This is an optimization exercise on Yosys and OpenROAD, whose aim is small area, a short achievable clock period and few clock cycles per item, not a production implementation.
Function was checked by simulation only, so behaviour that the tests miss may differ from the original.

==> job 5395 <==
==> flow/design.v (excerpt) <==
module sample_scope_position_stepper (
  input  wire logic                        clk_i,
  input  wire logic                        rst_ni,
  input  wire logic                        cfg_valid_i,
  output logic                             cfg_ready_o,
  input  wire logic [ssps_pkg::IDX_W-1:0]  cfg_index_i,
  input  wire logic [ssps_pkg::CFG_W-1:0]  cfg_data_i,
  input  wire logic                        s_axis_tvalid_i,
  output logic                             s_axis_tready_o,
  input  wire logic [ssps_pkg::IN_W-1:0]   s_axis_tdata_i,
  input  wire logic                        s_axis_tuser_i,
  output logic                             m_axis_tvalid_o,
  input  wire logic                        m_axis_tready_i,
  output logic [ssps_pkg::OUT_W-1:0]       m_axis_tdata_o
);
make LEC_CHECK=0 CAP_MARGIN=20 CORE_MARGIN=2 CORE_UTILIZATION=40 SETUP_SLACK_MARGIN=2 SLEW_MARGIN=20 finish   # period 7.0 ns
run.sh (not shown) runs the stock make flow with config.mk's settings and CLKGATE_MAP_FILE= SYNTH_SCRIPT=/design/flow/synth_recipe.tcl, a recipe that flattens the netlist after the stock synthesis.
==> job 1424 (differences from job 5395) <==
--- a/flow/design.v
+++ b/flow/design.v
@@ -84,30 +84,27 @@
   assign dfrac = delta_q[FRAC_BITS-1:0];
   assign sge2  = |span_q[POS_W-1:1];
   logic [POS_W-1:0]      r0_q;      
   logic signed [Y_W-1:0] rs_q;      
   logic                  exact_q;   
   logic                  nr_q, nex_q, ncv_q;    
-  logic            in_user;
-  logic [WD_W-1:0] in_start;
-  assign in_user  = s_axis_tuser_i;
-  assign in_start = s_axis_tdata_i[WD_W-1:0];
-  logic start_here;
-  assign start_here = s_axis_tvalid_i && !s_axis_tuser_i;
+  logic            a_v_q, a_user_q;
+  logic [WD_W-1:0] a_dat_q;
+  logic            in_acc;
   logic signed [Y_W-1:0] y_q, y_d;
   logic                  raw_q, raw_d;    
   logic                  back_q, back_d;
   logic                  act_q, act_d;
   logic [FRAC_BITS-1:0]  frac_q, frac_d;
   logic                  cy_q, cy_d;      
   logic                  b_v_q, b_v_d;
   logic [15:0]           psum_q, pcar_q;    
   logic                  pc8_q;             
   logic                  vact_q;
   logic                  o_v_q;
-  logic [POS_W+1:0]      pos_q;    
+  logic [POS_W-1:0]      pos_q;
   logic [VAL_W-1:0]      oval_q;
   logic [ROW_W-1:0]      orow_q;
   logic                  oback_q, oact_q;
   logic                  c_free, c_load;
   assign c_free = !o_v_q || m_axis_tready_i;
   assign c_load = b_v_q && c_free;
@@ -122,16 +119,17 @@
   logic [POS_W-1:0]      r0_d;
   logic signed [Y_W-1:0] rs_d;
   logic                  exact_d, nr_d, nex_d, ncv_d;
   logic b_free, prep_busy, can_proc, proc_start, proc_col;
   assign prep_busy  = nr_q || nex_q || ncv_q;
   assign b_free     = !b_v_q || c_free;
-  assign s_axis_tready_o = b_free && (sl_q == SL_IDLE) && (!in_user || !prep_busy);
-  assign can_proc   = s_axis_tvalid_i && s_axis_tready_o;
-  assign proc_start = can_proc && !in_user;
-  assign proc_col   = can_proc && in_user;
+  assign can_proc   = a_v_q && b_free && (sl_q == SL_IDLE) && (!a_user_q || !prep_busy);
+  assign proc_start = can_proc && !a_user_q;
+  assign proc_col   = can_proc && a_user_q;
+  assign s_axis_tready_o = !a_v_q || can_proc;
+  assign in_acc          = s_axis_tvalid_i && s_axis_tready_o;
   logic dir;
   assign dir = back_q && mode_q[1];
   logic signed [Y_W-1:0] x, ys, yr, yg, wsel;
   logic bnc, win, sat, fast, wrap_ok;
   logic [Y_W:0] x_w, yr_w, yg_w;
   assign x_w  = {y_q, 1'b1} + {d_s, cy_q};
@@ -149,56 +147,54 @@
   always_comb begin
     if (mode_q == 2'd0)  fast = 1'b1;
     else if (!dir)       fast = !bnc || (wrap_ok && sge2);
     else                 fast = wrap_ok && (sge2 || !bnc);
   end
   localparam int NSRC = 8;
-  localparam int S_Y = 0, S_POS = 1, S_PS = 2, S_REM = 3, S_TRIAL = 4, S_E = 5, S_PSC = 6, S_IN = 7;
+  localparam int S_Y = 0, S_POS = 1, S_PS = 2, S_REM = 3, S_TRIAL = 4, S_D = 5, S_R0 = 6, S_E = 7;
   localparam int G_CONV = NSRC, G_SUBS = NSRC + 1, G_DDIR = NSRC + 2, G_DONE = NSRC + 3,
-                 G_AP = NSRC + 4, G_DIN = NSRC + 5, G_W = NSRC + 6;
+                 G_AP = NSRC + 4, G_W = NSRC + 5;
   logic [G_W-1:0] gop_q, gop_d, gop;
   logic signed [Y_W-1:0] ga_a, ga_b, ga_s;
   logic [Y_W:0]          ga_w;
   logic                  ga_d, ga_ci;
-  logic [POS_W-1:0]      pos_cl, ps_cl;
+  logic [POS_W-1:0]      ga_cl;
   logic [POS_W:0]        trial;
   logic                  ga_c_op;
   assign trial   = {rem_q, ps_q[Y_W-1]};
   assign ga_c_op = b_v_q && !raw_q;    
   assign gop = gop_q;
   always_comb begin
     ga_a = '0;
     if (gop[S_Y])     ga_a = ga_a | y_q;
-    if (gop[S_POS])   ga_a = ga_a | Y_W'(pos_cl);
+    if (gop[S_POS])   ga_a = ga_a | Y_W'(pos_q);
     if (gop[S_PS])    ga_a = ga_a | ps_q;
-    if (gop[S_PSC])   ga_a = ga_a | Y_W'(ps_cl);
-    if (gop[S_IN])    ga_a = ga_a | (start_here ? Y_W'(in_start[ADDR_BITS-1:0]) : Y_W'(pos_cl));
     if (gop[S_REM])   ga_a = ga_a | Y_W'(rem_q);
     if (gop[S_TRIAL]) ga_a = ga_a | Y_W'(trial);
+    if (gop[S_D])     ga_a = ga_a | d_s;
+    if (gop[S_R0])    ga_a = ga_a | Y_W'(r0_q);
     if (gop[S_E])     ga_a = ga_a | e_s;
-    ga_d  = (gop[G_DDIR] && dir) || gop[G_DONE] || (gop[G_AP] && !fwdres_q) ||
-            (gop[G_DIN] && (start_here ? in_start[ADDR_BITS] && mode_q[1] : dir));
+    ga_d  = (gop[G_DDIR] && dir) || gop[G_DONE] || (gop[G_AP] && !fwdres_q);
     if (gop[G_SUBS])      ga_b = ~s_s;
     else if (gop[G_AP])   ga_b = fwdres_q ? b_s : e_s;
     else if (ga_d)        ga_b = b_s;
     else if (gop[G_CONV]) ga_b = ~e_s;
     else                  ga_b = e_s;
     ga_ci = gop[G_SUBS] || (gop[G_CONV] && !ga_d);
   end
   assign ga_w = {ga_a ^ {Y_W{ga_d && !gop[G_SUBS]}}, 1'b1} + {ga_b, ga_ci};
   assign ga_s = ga_w[Y_W:1];
   always_comb begin
-    pos_cl = (|pos_q[POS_W+1:POS_W]) ? '1 : pos_q[POS_W-1:0];
-    if (ps_q[Y_W-1])             ps_cl = '0;
-    else if (|ps_q[Y_W-2:POS_W]) ps_cl = '1;
-    else                         ps_cl = ps_q[POS_W-1:0];
+    if (ga_s[Y_W-1])             ga_cl = '0;
+    else if (|ga_s[Y_W-2:POS_W]) ga_cl = '1;
+    else                         ga_cl = ga_s[POS_W-1:0];
   end
   localparam int PW = 24;
   logic [SMP_W-1:0] smp;
   logic [PW-1:0]    pp [VOL_W];
-  assign smp = s_axis_tdata_i[ADDR_BITS+2 +: SMP_W];
+  assign smp = a_dat_q[SMP_W-1:0];
   assign pp[0] = PW'({~(vol_q[0] & smp[SMP_W-1]), vol_q[0] & smp[SMP_W-1],
                       {(SMP_W-1){vol_q[0]}} & smp[SMP_W-2:0]});
   for (genvar i = 1; i < VOL_W; i++) begin : g_pp
     assign pp[i] = PW'({~(vol_q[i] & smp[SMP_W-1]), {(SMP_W-1){vol_q[i]}} & smp[SMP_W-2:0]}) << i;
   end
   function automatic logic [2*PW-1:0] csa(input logic [PW-1:0] a, input logic [PW-1:0] b,
@@ -286,24 +282,21 @@
             ps_d  = ps_q <<< 1;
             cnt_d = cnt_q - 5'd1;
             if (cnt_q == 5'd1) sl_n = SL_AP;
           end
         end
         SL_AP: begin
-          ps_d = ga_s;
+          ps_d = Y_W'(ga_cl);
           sl_n = SL_CV;
         end
         default: begin
           y_d   = ga_s;
           b_v_d = 1'b1;
           sl_n  = SL_IDLE;
         end
       endcase
-    end else if (nex_q) begin
-      exact_d = (ga_s == b_s);
-      nex_d   = 1'b0;
     end else if (nr_q) begin
       case (pr_q)
         PR_DIV: begin
           if (skip) begin
             ps_d  = ps_q <<< 4;
             cnt_d = cnt_q - 5'd4;
@@ -320,43 +313,38 @@
         PR_RS: begin
           rs_d = ga_s;
           nr_d = 1'b0;
           pr_d = PR_IDLE;
         end
         default: begin
+          rem_d = '0;
           ps_d  = {delta_q[DELTA_W-1:FRAC_BITS], 12'd0};
           cnt_d = 5'd16;
           if (sge2 && !ga_s[Y_W-1]) begin
-            rem_d = '0;
-            pr_d  = PR_DIV;
+            pr_d = PR_DIV;
           end else begin
-            r0_d = rem_q;
-            rs_d = ga_s;
-            nr_d = 1'b0;
-            pr_d = PR_IDLE;
+            r0_d = POS_W'(delta_q[DELTA_W-1:FRAC_BITS]);
+            pr_d = PR_RS;
           end
         end
       endcase
-    end else if (ncv_q && (raw_q || !start_here)) begin
+    end else if (nex_q) begin
+      exact_d = (ga_s == b_s);
+      nex_d   = 1'b0;
+    end else if (ncv_q) begin
       y_d   = ga_s;
       raw_d = 1'b0;
       ncv_d = 1'b0;
     end
     sl_d = sl_n;
     if (proc_start) begin
-      if (gop_q[S_IN]) begin
-        y_d   = ga_s;
-        raw_d = 1'b0;
-        ncv_d = 1'b0;
-      end else begin
-        y_d   = Y_W'(in_start[ADDR_BITS-1:0]);
-        raw_d = 1'b1;
-        ncv_d = 1'b1;
-      end
-      back_d = in_start[ADDR_BITS];
-      act_d  = in_start[ADDR_BITS+1];
+      y_d    = Y_W'(a_dat_q[ADDR_BITS-1:0]);
+      raw_d  = 1'b1;
+      ncv_d  = 1'b1;
+      back_d = a_dat_q[ADDR_BITS];
+      act_d  = a_dat_q[ADDR_BITS+1];
       frac_d = '0;
       b_v_d  = 1'b1;
     end else if (proc_col) begin
       frac_d = frac_q + dfrac;
       if (fast) begin
         b_v_d = 1'b1;
@@ -370,49 +358,48 @@
       end else begin
         y_d  = x;
         sl_d = SL_P;
       end
     end
     if (wr_span || wr_delta) begin
-      nr_d  = 1'b1;
-      pr_d  = PR_A;
-      rem_d = POS_W'(wr_delta ? cfg_data_i[DELTA_W-1:FRAC_BITS] : delta_q[DELTA_W-1:FRAC_BITS]);
+      nr_d = 1'b1;
+      pr_d = PR_A;
     end
     if (wr_span || wr_beg || wr_end) nex_d = 1'b1;
     if (wr_mode || wr_beg || wr_end) ncv_d = 1'b1;
     fsum = {1'b0, frac_d} + {1'b0, dfrac};
     cy_d = fsum[FRAC_BITS];
     gop_d = '0;
-    if (proc_col || (proc_start && gop_q[S_IN]) ||
-        (!raw_d && ((b_v_q && !c_free) || (sl_q == SL_CV && !ga_c_op)))) begin
+    if (proc_col || (!raw_d && ((b_v_q && !c_free) || (sl_q == SL_CV && !ga_c_op)))) begin
       gop_d[S_Y]    = 1'b1;
       gop_d[G_DDIR] = 1'b1;
     end else case (sl_n)
       SL_B:   begin gop_d[S_PS] = 1'b1;    gop_d[G_CONV] = 1'b1; gop_d[G_DONE] = 1'b1; end
       SL_E:   begin gop_d[S_PS] = 1'b1;    gop_d[G_CONV] = 1'b1; end
       SL_DIV: begin gop_d[S_TRIAL] = 1'b1; gop_d[G_SUBS] = 1'b1; end
       SL_AP:  begin gop_d[S_REM] = 1'b1;   gop_d[G_AP] = 1'b1; end
-      SL_CV:  begin gop_d[S_PSC] = 1'b1;   gop_d[G_CONV] = 1'b1; gop_d[G_DDIR] = 1'b1; end
+      SL_CV:  begin gop_d[S_PS] = 1'b1;    gop_d[G_CONV] = 1'b1; gop_d[G_DDIR] = 1'b1; end
       default: begin
-        if (nex_d) begin
-          gop_d[G_SUBS] = 1'b1;
-          gop_d[S_E] = 1'b1;
-        end else if (nr_d) begin
+        if (nr_d) begin
           gop_d[G_SUBS] = 1'b1;
           case (pr_d)
             PR_DIV:  gop_d[S_TRIAL] = 1'b1;
-            default: gop_d[S_REM] = 1'b1;    
+            PR_RS:   gop_d[S_R0] = 1'b1;
+            default: gop_d[S_D] = 1'b1;
           endcase
-        end else if (ncv_d && raw_d) begin
-          gop_d[S_Y]    = 1'b1;
-          gop_d[G_CONV] = 1'b1;
+        end else if (nex_d) begin
+          gop_d[G_SUBS] = 1'b1;
+          gop_d[S_E] = 1'b1;
+        end else if (ncv_d) begin
+          gop_d[G_CONV]  = 1'b1;
           gop_d[G_DDIR] = 1'b1;
+          if (raw_d) gop_d[S_Y] = 1'b1;
+          else       gop_d[S_POS] = 1'b1;
         end else begin
-          gop_d[S_IN]   = 1'b1;
-          gop_d[G_CONV] = 1'b1;
-          gop_d[G_DIN]  = 1'b1;
+          gop_d[S_Y] = 1'b1;
+          gop_d[G_DDIR]    = 1'b1;
         end
       end
     endcase
   end
   always_ff @(posedge clk_i or negedge rst_ni) begin
     if (!rst_ni) begin
@@ -421,27 +408,28 @@
       vol_q      <= '0;
       end_q      <= '0;
       beg_q      <= '0;
       span_q     <= '0;
       delta_q    <= '0;
       base_row_q <= '0;
+      a_v_q      <= 1'b0;
+      y_q        <= '0;
       raw_q      <= 1'b0;
       back_q     <= 1'b0;
       act_q      <= 1'b0;
       frac_q     <= '0;
       cy_q       <= 1'b0;
       b_v_q      <= 1'b0;
       o_v_q      <= 1'b0;
       pos_q      <= '0;
       pr_q       <= PR_A;
       sl_q       <= SL_IDLE;
       nr_q       <= 1'b1;
       nex_q      <= 1'b1;
-      ncv_q      <= 1'b1;    
-      rem_q      <= '0;
-      gop_q      <= G_W'((1 << S_E) | (1 << G_SUBS));
+      ncv_q      <= 1'b0;
+      gop_q      <= G_W'((1 << S_D) | (1 << G_SUBS));
     end else begin
       if (cfg_valid_i) begin
         case (cfg_index_i)
           CFG_LOOP_MODE:    mode_q     <= cfg_data_i[1:0];
           CFG_WIDE_SAMPLES: wide_q     <= cfg_data_i[0];
           CFG_VOLUME:       vol_q      <= cfg_data_i[VOL_W-1:0];
@@ -450,54 +438,61 @@
           CFG_LOOP_SPAN:    span_q     <= cfg_data_i[POS_W-1:0];
           CFG_STEP_DELTA:   delta_q    <= cfg_data_i[DELTA_W-1:0];
           CFG_BASELINE_ROW: base_row_q <= cfg_data_i[BASE_W-1:0];
           default: ;
         endcase
       end
+      if (in_acc)        a_v_q <= 1'b1;
+      else if (can_proc) a_v_q <= 1'b0;
+      y_q    <= y_d;
       raw_q  <= raw_d;
       back_q <= back_d;
       act_q  <= act_d;
       frac_q <= frac_d;
       cy_q   <= cy_d;
       b_v_q  <= b_v_d;
       pr_q   <= pr_d;
       sl_q   <= sl_d;
       nr_q   <= nr_d;
       nex_q  <= nex_d;
       ncv_q  <= ncv_d;
-      rem_q  <= rem_d;
       gop_q  <= gop_d;
       if (c_load) begin
         o_v_q <= 1'b1;
-        pos_q <= raw_q ? (POS_W+2)'(y_q[POS_W-1:0]) : ga_s[POS_W+1:0];
+        pos_q <= raw_q ? y_q[POS_W-1:0] : ga_cl;
       end else if (m_axis_tready_i) begin
         o_v_q <= 1'b0;
       end
     end
   end
   always_ff @(posedge clk_i) begin
+    if (in_acc) begin
+      a_user_q <= s_axis_tuser_i;
+      a_dat_q  <= s_axis_tuser_i ? WD_W'(s_axis_tdata_i[ADDR_BITS+2 +: SMP_W])
+                                 : s_axis_tdata_i[WD_W-1:0];
+    end
     if (can_proc) begin
       psum_q <= t7[PW-1:8];
       pcar_q <= t7[2*PW-1:PW+8];
       pc8_q  <= plo[8];
-      vact_q <= in_user && act_q;
+      vact_q <= a_user_q && act_q;
     end
     if (c_load) begin
       oval_q  <= vact_q ? vraw : '0;
       orow_q  <= ROW_W'(base_row_q) - ROW_W'($signed(vact_q ? vraw : '0));
       oback_q <= back_q;
       oact_q  <= act_q;
     end
     ps_q     <= ps_d;
     fwdres_q <= fwdres_d;
+    rem_q    <= rem_d;
     cnt_q    <= cnt_d;
     r0_q     <= r0_d;
-    y_q      <= y_d;
     rs_q     <= rs_d;
     exact_q  <= exact_d;
   end
   assign m_axis_tvalid_o = o_v_q;
   assign m_axis_tdata_o  = {2'b00, oback_q, oact_q,
-                            (|pos_q[POS_W+1:ADDR_BITS]) ? {ADDR_BITS{1'b1}} : pos_q[ADDR_BITS-1:0],
+                            pos_q[ADDR_BITS] ? {ADDR_BITS{1'b1}} : pos_q[ADDR_BITS-1:0],
                             orow_q, oval_q};
 endmodule
 `default_nettype wire
--- a/flow/config.mk
+++ b/flow/config.mk
@@ -5,8 +5,8 @@
 export SDC_FILE = /design/flow/constraint.sdc
 export NUM_CORES = 4
 export LEC_CHECK = 0
 export CAP_MARGIN = 20
 export CORE_MARGIN = 2
 export CORE_UTILIZATION = 40
-export SETUP_SLACK_MARGIN = 2
+export SETUP_SLACK_MARGIN = 2.5
 export SLEW_MARGIN = 20
==> job 2172 (differences from job 5395) <==
--- a/flow/design.v
+++ b/flow/design.v
@@ -88,14 +88,12 @@
   logic                  exact_q;   
   logic                  nr_q, nex_q, ncv_q;    
   logic            in_user;
   logic [WD_W-1:0] in_start;
   assign in_user  = s_axis_tuser_i;
   assign in_start = s_axis_tdata_i[WD_W-1:0];
-  logic start_here;
-  assign start_here = s_axis_tvalid_i && !s_axis_tuser_i;
   logic signed [Y_W-1:0] y_q, y_d;
   logic                  raw_q, raw_d;    
   logic                  back_q, back_d;
   logic                  act_q, act_d;
   logic [FRAC_BITS-1:0]  frac_q, frac_d;
   logic                  cy_q, cy_d;      
@@ -148,16 +146,16 @@
   assign wrap_ok = win && exact_q;
   always_comb begin
     if (mode_q == 2'd0)  fast = 1'b1;
     else if (!dir)       fast = !bnc || (wrap_ok && sge2);
     else                 fast = wrap_ok && (sge2 || !bnc);
   end
-  localparam int NSRC = 8;
-  localparam int S_Y = 0, S_POS = 1, S_PS = 2, S_REM = 3, S_TRIAL = 4, S_E = 5, S_PSC = 6, S_IN = 7;
+  localparam int NSRC = 7;
+  localparam int S_Y = 0, S_POS = 1, S_PS = 2, S_REM = 3, S_TRIAL = 4, S_E = 5, S_PSC = 6;
   localparam int G_CONV = NSRC, G_SUBS = NSRC + 1, G_DDIR = NSRC + 2, G_DONE = NSRC + 3,
-                 G_AP = NSRC + 4, G_DIN = NSRC + 5, G_W = NSRC + 6;
+                 G_AP = NSRC + 4, G_W = NSRC + 5;
   logic [G_W-1:0] gop_q, gop_d, gop;
   logic signed [Y_W-1:0] ga_a, ga_b, ga_s;
   logic [Y_W:0]          ga_w;
   logic                  ga_d, ga_ci;
   logic [POS_W-1:0]      pos_cl, ps_cl;
   logic [POS_W:0]        trial;
@@ -168,18 +166,16 @@
   always_comb begin
     ga_a = '0;
     if (gop[S_Y])     ga_a = ga_a | y_q;
     if (gop[S_POS])   ga_a = ga_a | Y_W'(pos_cl);
     if (gop[S_PS])    ga_a = ga_a | ps_q;
     if (gop[S_PSC])   ga_a = ga_a | Y_W'(ps_cl);
-    if (gop[S_IN])    ga_a = ga_a | (start_here ? Y_W'(in_start[ADDR_BITS-1:0]) : Y_W'(pos_cl));
     if (gop[S_REM])   ga_a = ga_a | Y_W'(rem_q);
     if (gop[S_TRIAL]) ga_a = ga_a | Y_W'(trial);
     if (gop[S_E])     ga_a = ga_a | e_s;
-    ga_d  = (gop[G_DDIR] && dir) || gop[G_DONE] || (gop[G_AP] && !fwdres_q) ||
-            (gop[G_DIN] && (start_here ? in_start[ADDR_BITS] && mode_q[1] : dir));
+    ga_d  = (gop[G_DDIR] && dir) || gop[G_DONE] || (gop[G_AP] && !fwdres_q);
     if (gop[G_SUBS])      ga_b = ~s_s;
     else if (gop[G_AP])   ga_b = fwdres_q ? b_s : e_s;
     else if (ga_d)        ga_b = b_s;
     else if (gop[G_CONV]) ga_b = ~e_s;
     else                  ga_b = e_s;
     ga_ci = gop[G_SUBS] || (gop[G_CONV] && !ga_d);
@@ -333,28 +329,22 @@
             rs_d = ga_s;
             nr_d = 1'b0;
             pr_d = PR_IDLE;
           end
         end
       endcase
-    end else if (ncv_q && (raw_q || !start_here)) begin
+    end else if (ncv_q) begin
       y_d   = ga_s;
       raw_d = 1'b0;
       ncv_d = 1'b0;
     end
     sl_d = sl_n;
     if (proc_start) begin
-      if (gop_q[S_IN]) begin
-        y_d   = ga_s;
-        raw_d = 1'b0;
-        ncv_d = 1'b0;
-      end else begin
-        y_d   = Y_W'(in_start[ADDR_BITS-1:0]);
-        raw_d = 1'b1;
-        ncv_d = 1'b1;
-      end
+      y_d    = Y_W'(in_start[ADDR_BITS-1:0]);
+      raw_d  = 1'b1;
+      ncv_d  = 1'b1;
       back_d = in_start[ADDR_BITS];
       act_d  = in_start[ADDR_BITS+1];
       frac_d = '0;
       b_v_d  = 1'b1;
     end else if (proc_col) begin
       frac_d = frac_q + dfrac;
@@ -379,14 +369,13 @@
     end
     if (wr_span || wr_beg || wr_end) nex_d = 1'b1;
     if (wr_mode || wr_beg || wr_end) ncv_d = 1'b1;
     fsum = {1'b0, frac_d} + {1'b0, dfrac};
     cy_d = fsum[FRAC_BITS];
     gop_d = '0;
-    if (proc_col || (proc_start && gop_q[S_IN]) ||
-        (!raw_d && ((b_v_q && !c_free) || (sl_q == SL_CV && !ga_c_op)))) begin
+    if (proc_col || (!raw_d && ((b_v_q && !c_free) || (sl_q == SL_CV && !ga_c_op)))) begin
       gop_d[S_Y]    = 1'b1;
       gop_d[G_DDIR] = 1'b1;
     end else case (sl_n)
       SL_B:   begin gop_d[S_PS] = 1'b1;    gop_d[G_CONV] = 1'b1; gop_d[G_DONE] = 1'b1; end
       SL_E:   begin gop_d[S_PS] = 1'b1;    gop_d[G_CONV] = 1'b1; end
       SL_DIV: begin gop_d[S_TRIAL] = 1'b1; gop_d[G_SUBS] = 1'b1; end
@@ -399,20 +388,20 @@
         end else if (nr_d) begin
           gop_d[G_SUBS] = 1'b1;
           case (pr_d)
             PR_DIV:  gop_d[S_TRIAL] = 1'b1;
             default: gop_d[S_REM] = 1'b1;    
           endcase
-        end else if (ncv_d && raw_d) begin
-          gop_d[S_Y]    = 1'b1;
-          gop_d[G_CONV] = 1'b1;
+        end else if (ncv_d) begin
+          gop_d[G_CONV]  = 1'b1;
           gop_d[G_DDIR] = 1'b1;
+          if (raw_d) gop_d[S_Y] = 1'b1;
+          else       gop_d[S_POS] = 1'b1;
         end else begin
-          gop_d[S_IN]   = 1'b1;
-          gop_d[G_CONV] = 1'b1;
-          gop_d[G_DIN]  = 1'b1;
+          gop_d[S_Y] = 1'b1;
+          gop_d[G_DDIR]    = 1'b1;
         end
       end
     endcase
   end
   always_ff @(posedge clk_i or negedge rst_ni) begin
     if (!rst_ni) begin
==> flow/config.mk (replaced) <==
export PLATFORM = sky130hd
export DESIGN_NAME = sample_scope_position_stepper
export DESIGN_NICKNAME = sample_scope_position_stepper
export VERILOG_FILES = /design/flow/design.v
export SDC_FILE = /design/flow/constraint.sdc
export NUM_CORES = 4
export LEC_CHECK = 0
export CAP_MARGIN = 5
export CORE_MARGIN = 2
export CORE_UTILIZATION = 60
export SETUP_SLACK_MARGIN = 2
export SLEW_MARGIN = 5
==> out/metrics.sh <==
RUN_STATUS='finished clean'
CELL_COUNT_AFTER_PLACEMENT=4043
DRIVE_ABOVE_1_SHARE_PCT=13.1
SYNTH_MUX_AREA_SHARE_PCT=8.31
LAYOUT.NON_CLOCK_BUFFERS=248
FILL_CELLS=3999
YS_ASYNC_SR_FRACTION_PCT=56.3
SYNTH_SIMPLE_GATE_AREA_SHARE_PCT=14.5
MAX_CLOCK_FREQ_GHz=0.198
[end of results for job 2172]
==> out/metrics.sh <==
FILL_CELLS=7174
DRIVE_ABOVE_1_SHARE_PCT=20.3
SYNTH_MUX_AREA_SHARE_PCT=6.82
RUN_STATUS='finished clean'
CELL_COUNT_AFTER_PLACEMENT=4549
MAX_CLOCK_FREQ_GHz=0.166
SYNTH_SIMPLE_GATE_AREA_SHARE_PCT=16.4
LAYOUT.NON_CLOCK_BUFFERS=447
LARGESTCLASSBYAREA='multi-input combinational cells'
[end of results for job 5395]
==> out/metrics.sh <==
RUN_STATUS='finished clean'
YS_ASYNC_SR_FRACTION_PCT=53.3
LAYOUT.NON_CLOCK_BUFFERS=351
SYNTH_SIMPLE_GATE_AREA_SHARE_PCT=15.0
MAX_CLOCK_FREQ_GHz=0.212
SYNTH_MUX_AREA_SHARE_PCT=7.89
[end of results for job 1424]
Testbench counts of job 5395, summed over its fixed seeds: cycles 4,761, items 3,802.
Testbench counts of job 1424, summed over its fixed seeds: cycles 4,885, items 3,802.
Testbench counts of job 2172, summed over its fixed seeds: cycles 4,821, items 3,802.

-- static timing again, ports no longer ideal --
In the flow no input, the clock included, has a driving cell. The finished layouts below were timed again as built, in two steps. Step 1 assumes that a clkbuf_16 drives the clock port and a buf_2 every other input. Step 2 times the ports against the registers' clock, not the clock port: input delays grow and output delays shrink by t, the midpoint of the rising clock arrivals with the driver on. Slacks: ideal / step 1 / step 2; pairs: ideal / step 1.
run	t (ns)	setup WS [ns]	hold slack, ns	worst register clock-pin slew, ns	worst data-port slew with drivers (ns)
job 5395	0.651	0.978 / 1.009 / 0.358	0.500 / 0.500 / 0.500	0.07 / 0.07	0.09
job 1424	0.689	2.278 / 2.278 / 2.184	0.465 / 0.465 / 0.465	0.07 / 0.07	0.06
job 2172	0.663	1.962 / 1.962 / 1.542	0.505 / 0.505 / 0.505	0.07 / 0.07	0.07
After both steps every run listed still meets setup and hold. For job 5395, which loses most, drivers alone change the setup slack by +0.031 ns; drivers and shift together by -0.620 ns.
